This is an optimization exercise on Yosys and OpenROAD, whose aim is small area, not a production implementation. Function was checked by simulation only, so behaviour that the tests miss may differ from the original. Power and IR drop assume default switching activity.

Design sisc_mc_core, start of the top module:
module sisc_mc_core #(
  parameter int DATA_W = 32,
  parameter int REG_AW = 4
) (
  input  logic              clk,
  input  logic              rst,
  input  logic [31:0]       ir,
  input  logic              ir_valid,
  output logic              ir_ready,
  output logic              busy,
  output logic              halted,
  output logic [3:0]        stat,
  output logic              illegal,
  input  logic [REG_AW-1:0] dbg_addr,
  output logic [DATA_W-1:0] dbg_data
);
  localparam int NREG = 2 ** REG_AW;
  localparam int SW   = $clog2(DATA_W);
  localparam int MSB  = DATA_W - 1;
  typedef logic [DATA_W-1:0] word_t;
  logic [2:0] state_r;
  logic       sIdle, sDec, sExe, sWb;
  assign sIdle = ~(state_r[2] | state_r[1] | state_r[0]);
  assign sDec  = ~state_r[1] & state_r[0];
  assign sExe  = state_r[1] & state_r[0];
  assign sWb   = state_r[1] & ~state_r[0];
  assign ir_ready = sIdle;
  assign busy     = state_r[1] | state_r[0];
  assign halted   = state_r[2];
  logic [3:0]  rd_r, rsq_r;
  logic [15:0] imm_r;
  logic [2:0]  m_r;
  logic        legal_r, isImm_r, halt_r, nop_r;
  ...
Settings: LEC_CHECK=0, CAP_MARGIN=20, CORE_MARGIN=2, CORE_UTILIZATION=40, SLEW_MARGIN=20, SYNTH_HIERARCHICAL=1, SYNTH_MINIMUM_KEEP_SIZE=0; clock period 10.0 ns.
standard.sh (not shown) runs the stock make flow with config.mk's settings and CLKGATE_MAP_FILE= SYNTH_SCRIPT=/design/flow/synth_recipe.tcl, a recipe that flattens the netlist after the stock synthesis.
==> flow/flow/run.sh <==
#!/bin/bash
# Own layout flow: the standard flow (standard.sh: the standard synthesis,
# floorplan, power grid, placement, CTS, routing) with three changes:
#  - after floorplan, synthesized logic gates are set to their smallest drive
#    strength (flow/downsize.tcl); placement and timing repair size up again
#    where needed;
#  - port buffers are sky130_fd_sc_hd__buf_1 instead of the default delay cell;
#  - clock tree: clkbuf_8 buffers, sink clusters of at most 16 flops within
#    60 um, and no dummy loads.
# The full make output goes to standard_flow.log in this folder; ORFS keeps
# each step's log under orfs/logs/.
set -euo pipefail
bash standard.sh \
  "POST_FLOORPLAN_TCL=$PWD/flow/downsize.tcl" \
  "BUFFER_PORTS_ARGS=-buffer_cell sky130_fd_sc_hd__buf_1" \
  "CTS_ARGS=-sink_clustering_enable -repair_clock_nets -dont_use_dummy_load -buf_list sky130_fd_sc_hd__clkbuf_8 -sink_clustering_size 16 -sink_clustering_max_diameter 60" \
  finish > standard_flow.log 2>&1
test -s out/final.def
==> flow/flow/downsize.tcl <==
# Downsize the synthesized logic gates to their smallest drive strength.
# Synthesis maps each small gate module on its own and picks larger drive
# strengths than the loads need; placement's repair_design and the later
# repair_timing passes size up again wherever slew, load or timing need it.
set block [ord::get_db_block]
set db [ord::get_db]
set n 0
foreach inst [$block getInsts] {
  set name [[$inst getMaster] getName]
  if {![regexp {^sky130_fd_sc_hd__([a-z0-9]+)_([0-9]+)$} $name -> fn sz]} { continue }
  if {$sz <= 1} { continue }
  if {![regexp {^(a[0-9]|o[0-9]|nand|nor|and|or|xor|xnor|mux|inv$|maj|ha$|fa$)} $fn]} { continue }
  foreach s {1 0} {
    set m [$db findMaster "sky130_fd_sc_hd__${fn}_${s}"]
    if {$m != "NULL" && $m != ""} {
      $inst swapMaster $m
      incr n
      break
    }
  }
}
puts "downsize: swapped $n instances to their smallest drive strength"
Next try:
--- a/flow/design.v
+++ b/flow/design.v
@@ -29,31 +29,31 @@
   assign halted   = state_r[2];
   logic [3:0]  rd_r, rsq_r;
   logic [15:0] imm_r;
   logic [2:0]  m_r;
   logic        legal_r, isImm_r, halt_r, nop_r;
   logic [3:0]  irOp, irMm;
   assign irOp = ir[31:28];
   assign irMm = ir[27:24];
   always_ff @(posedge clk) begin
     if (sIdle) begin
       rd_r    <= ir[23:20];
-      rsq_r   <= ir[19:16];
       imm_r   <= ir[15:0];
       m_r     <= irMm[2:0];
       legal_r <= ((irOp == 4'h1) || (irOp == 4'h2)) && (irMm >= 4'h1) && (irMm <= 4'h8);
       isImm_r <= (irOp == 4'h2);
       nop_r   <= (irOp == 4'h0);
     end
   end
   always_ff @(posedge clk) begin
+    rsq_r  <= ir[19:16];
     halt_r <= (irOp == 4'hF);
   end
   always_ff @(posedge clk or posedge rst) begin
     if (rst) begin
       state_r <= 3'b000;
     end else begin
       case (state_r)
         3'b000:  state_r <= ir_valid ? 3'b001 : 3'b000;
         3'b001:  state_r <= halt_r ? 3'b100 : 3'b011;
         3'b011:  state_r <= 3'b010;
         3'b010:  state_r <= 3'b000;
@@ -81,26 +81,30 @@
     for (int k = 1; k < NREG; k++) dbgSel_s[k] = (dbg_addr == k) && regValid_r[k];
   for (genvar i = 0; i < DATA_W; i++) begin : g_dbg
     logic [4:0] y;
     for (genvar j = 0; j < 5; j++) begin : g_grp
       sisc_aoi222 u_aoi (
         .a1(regData_r[3*j+1][i]), .a2(dbgSel_s[3*j+1]),
         .b1(regData_r[3*j+2][i]), .b2(dbgSel_s[3*j+2]),
         .c1(regData_r[3*j+3][i]), .c2(dbgSel_s[3*j+3]), .y(y[j]));
     end
     sisc_nand5 u_or (.a(y[0]), .b(y[1]), .c(y[2]), .d(y[3]), .e(y[4]), .y(dbg_data[i]));
   end
-  logic [3:0] rAddr_r;    
+  logic [3:0] rAddr_r;
   logic       immEn_s;
   word_t      immX_s, rDataN_s;    
-  assign rAddr_r = sExe ? rsq_r : ((isImm_r || (sWb && bZero)) ? 4'h0 : imm_r[15:12]);
+  always_ff @(posedge clk) begin
+    if (sIdle)     rAddr_r <= (irOp == 4'h2) ? 4'h0 : ir[15:12];
+    else if (sDec) rAddr_r <= rsq_r;
+    else           rAddr_r <= (isImm_r || bZero) ? 4'h0 : imm_r[15:12];
+  end
   assign immEn_s = isImm_r && !sExe && !(sWb && bZero);
   assign immX_s  = word_t'($signed(imm_r)) & {DATA_W{immEn_s}};
   logic [NREG-1:1] rSel_s;
   always_comb
     for (int k = 1; k < NREG; k++) rSel_s[k] = (rAddr_r == k) && regValid_r[k];
   for (genvar i = 0; i < DATA_W; i++) begin : g_rd
     logic [4:0] y;
     for (genvar j = 0; j < 5; j++) begin : g_grp
       sisc_aoi222 u_aoi (
         .a1(regData_r[3*j+1][i]), .a2(rSel_s[3*j+1]),
         .b1(regData_r[3*j+2][i]), .b2(rSel_s[3*j+2]),
What happened: Sequential share of layout area climbs by 0.14 points; routed wire length drops slightly; clock power stays flat; total power drops by a few percent; area after synthesis climbs slightly.

-- re-timing with driven ports --
How much do the figures lean on ideal ports? The routed layouts below were timed once more, with nothing changed but the port constraints. Step 1: set_driving_cell puts a clkbuf_16 on clk and a buf_2 on each other input, an assumption about the parent block. Step 2 moves the port delays by t, midway between the first and last clock arrival at a register: inputs arrive t later, outputs are due t later. That takes back most of the time a late clock gives input paths. Slacks: ideal / step 1 / step 2; pairs: ideal / step 1.
run | t, ns | slack for setup (ns) | latest minus earliest clock arrival (ns) | worst register clock-pin slew, ns
the first run | 0.702 | 0.890 / 0.890 / 0.890 | 0.099 / 0.098 | 0.11 / 0.11
the second run | 0.699 | 1.099 / 1.099 / 1.099 | 0.088 / 0.088 | 0.10 / 0.10
After both steps setup and hold are still met in every run listed.
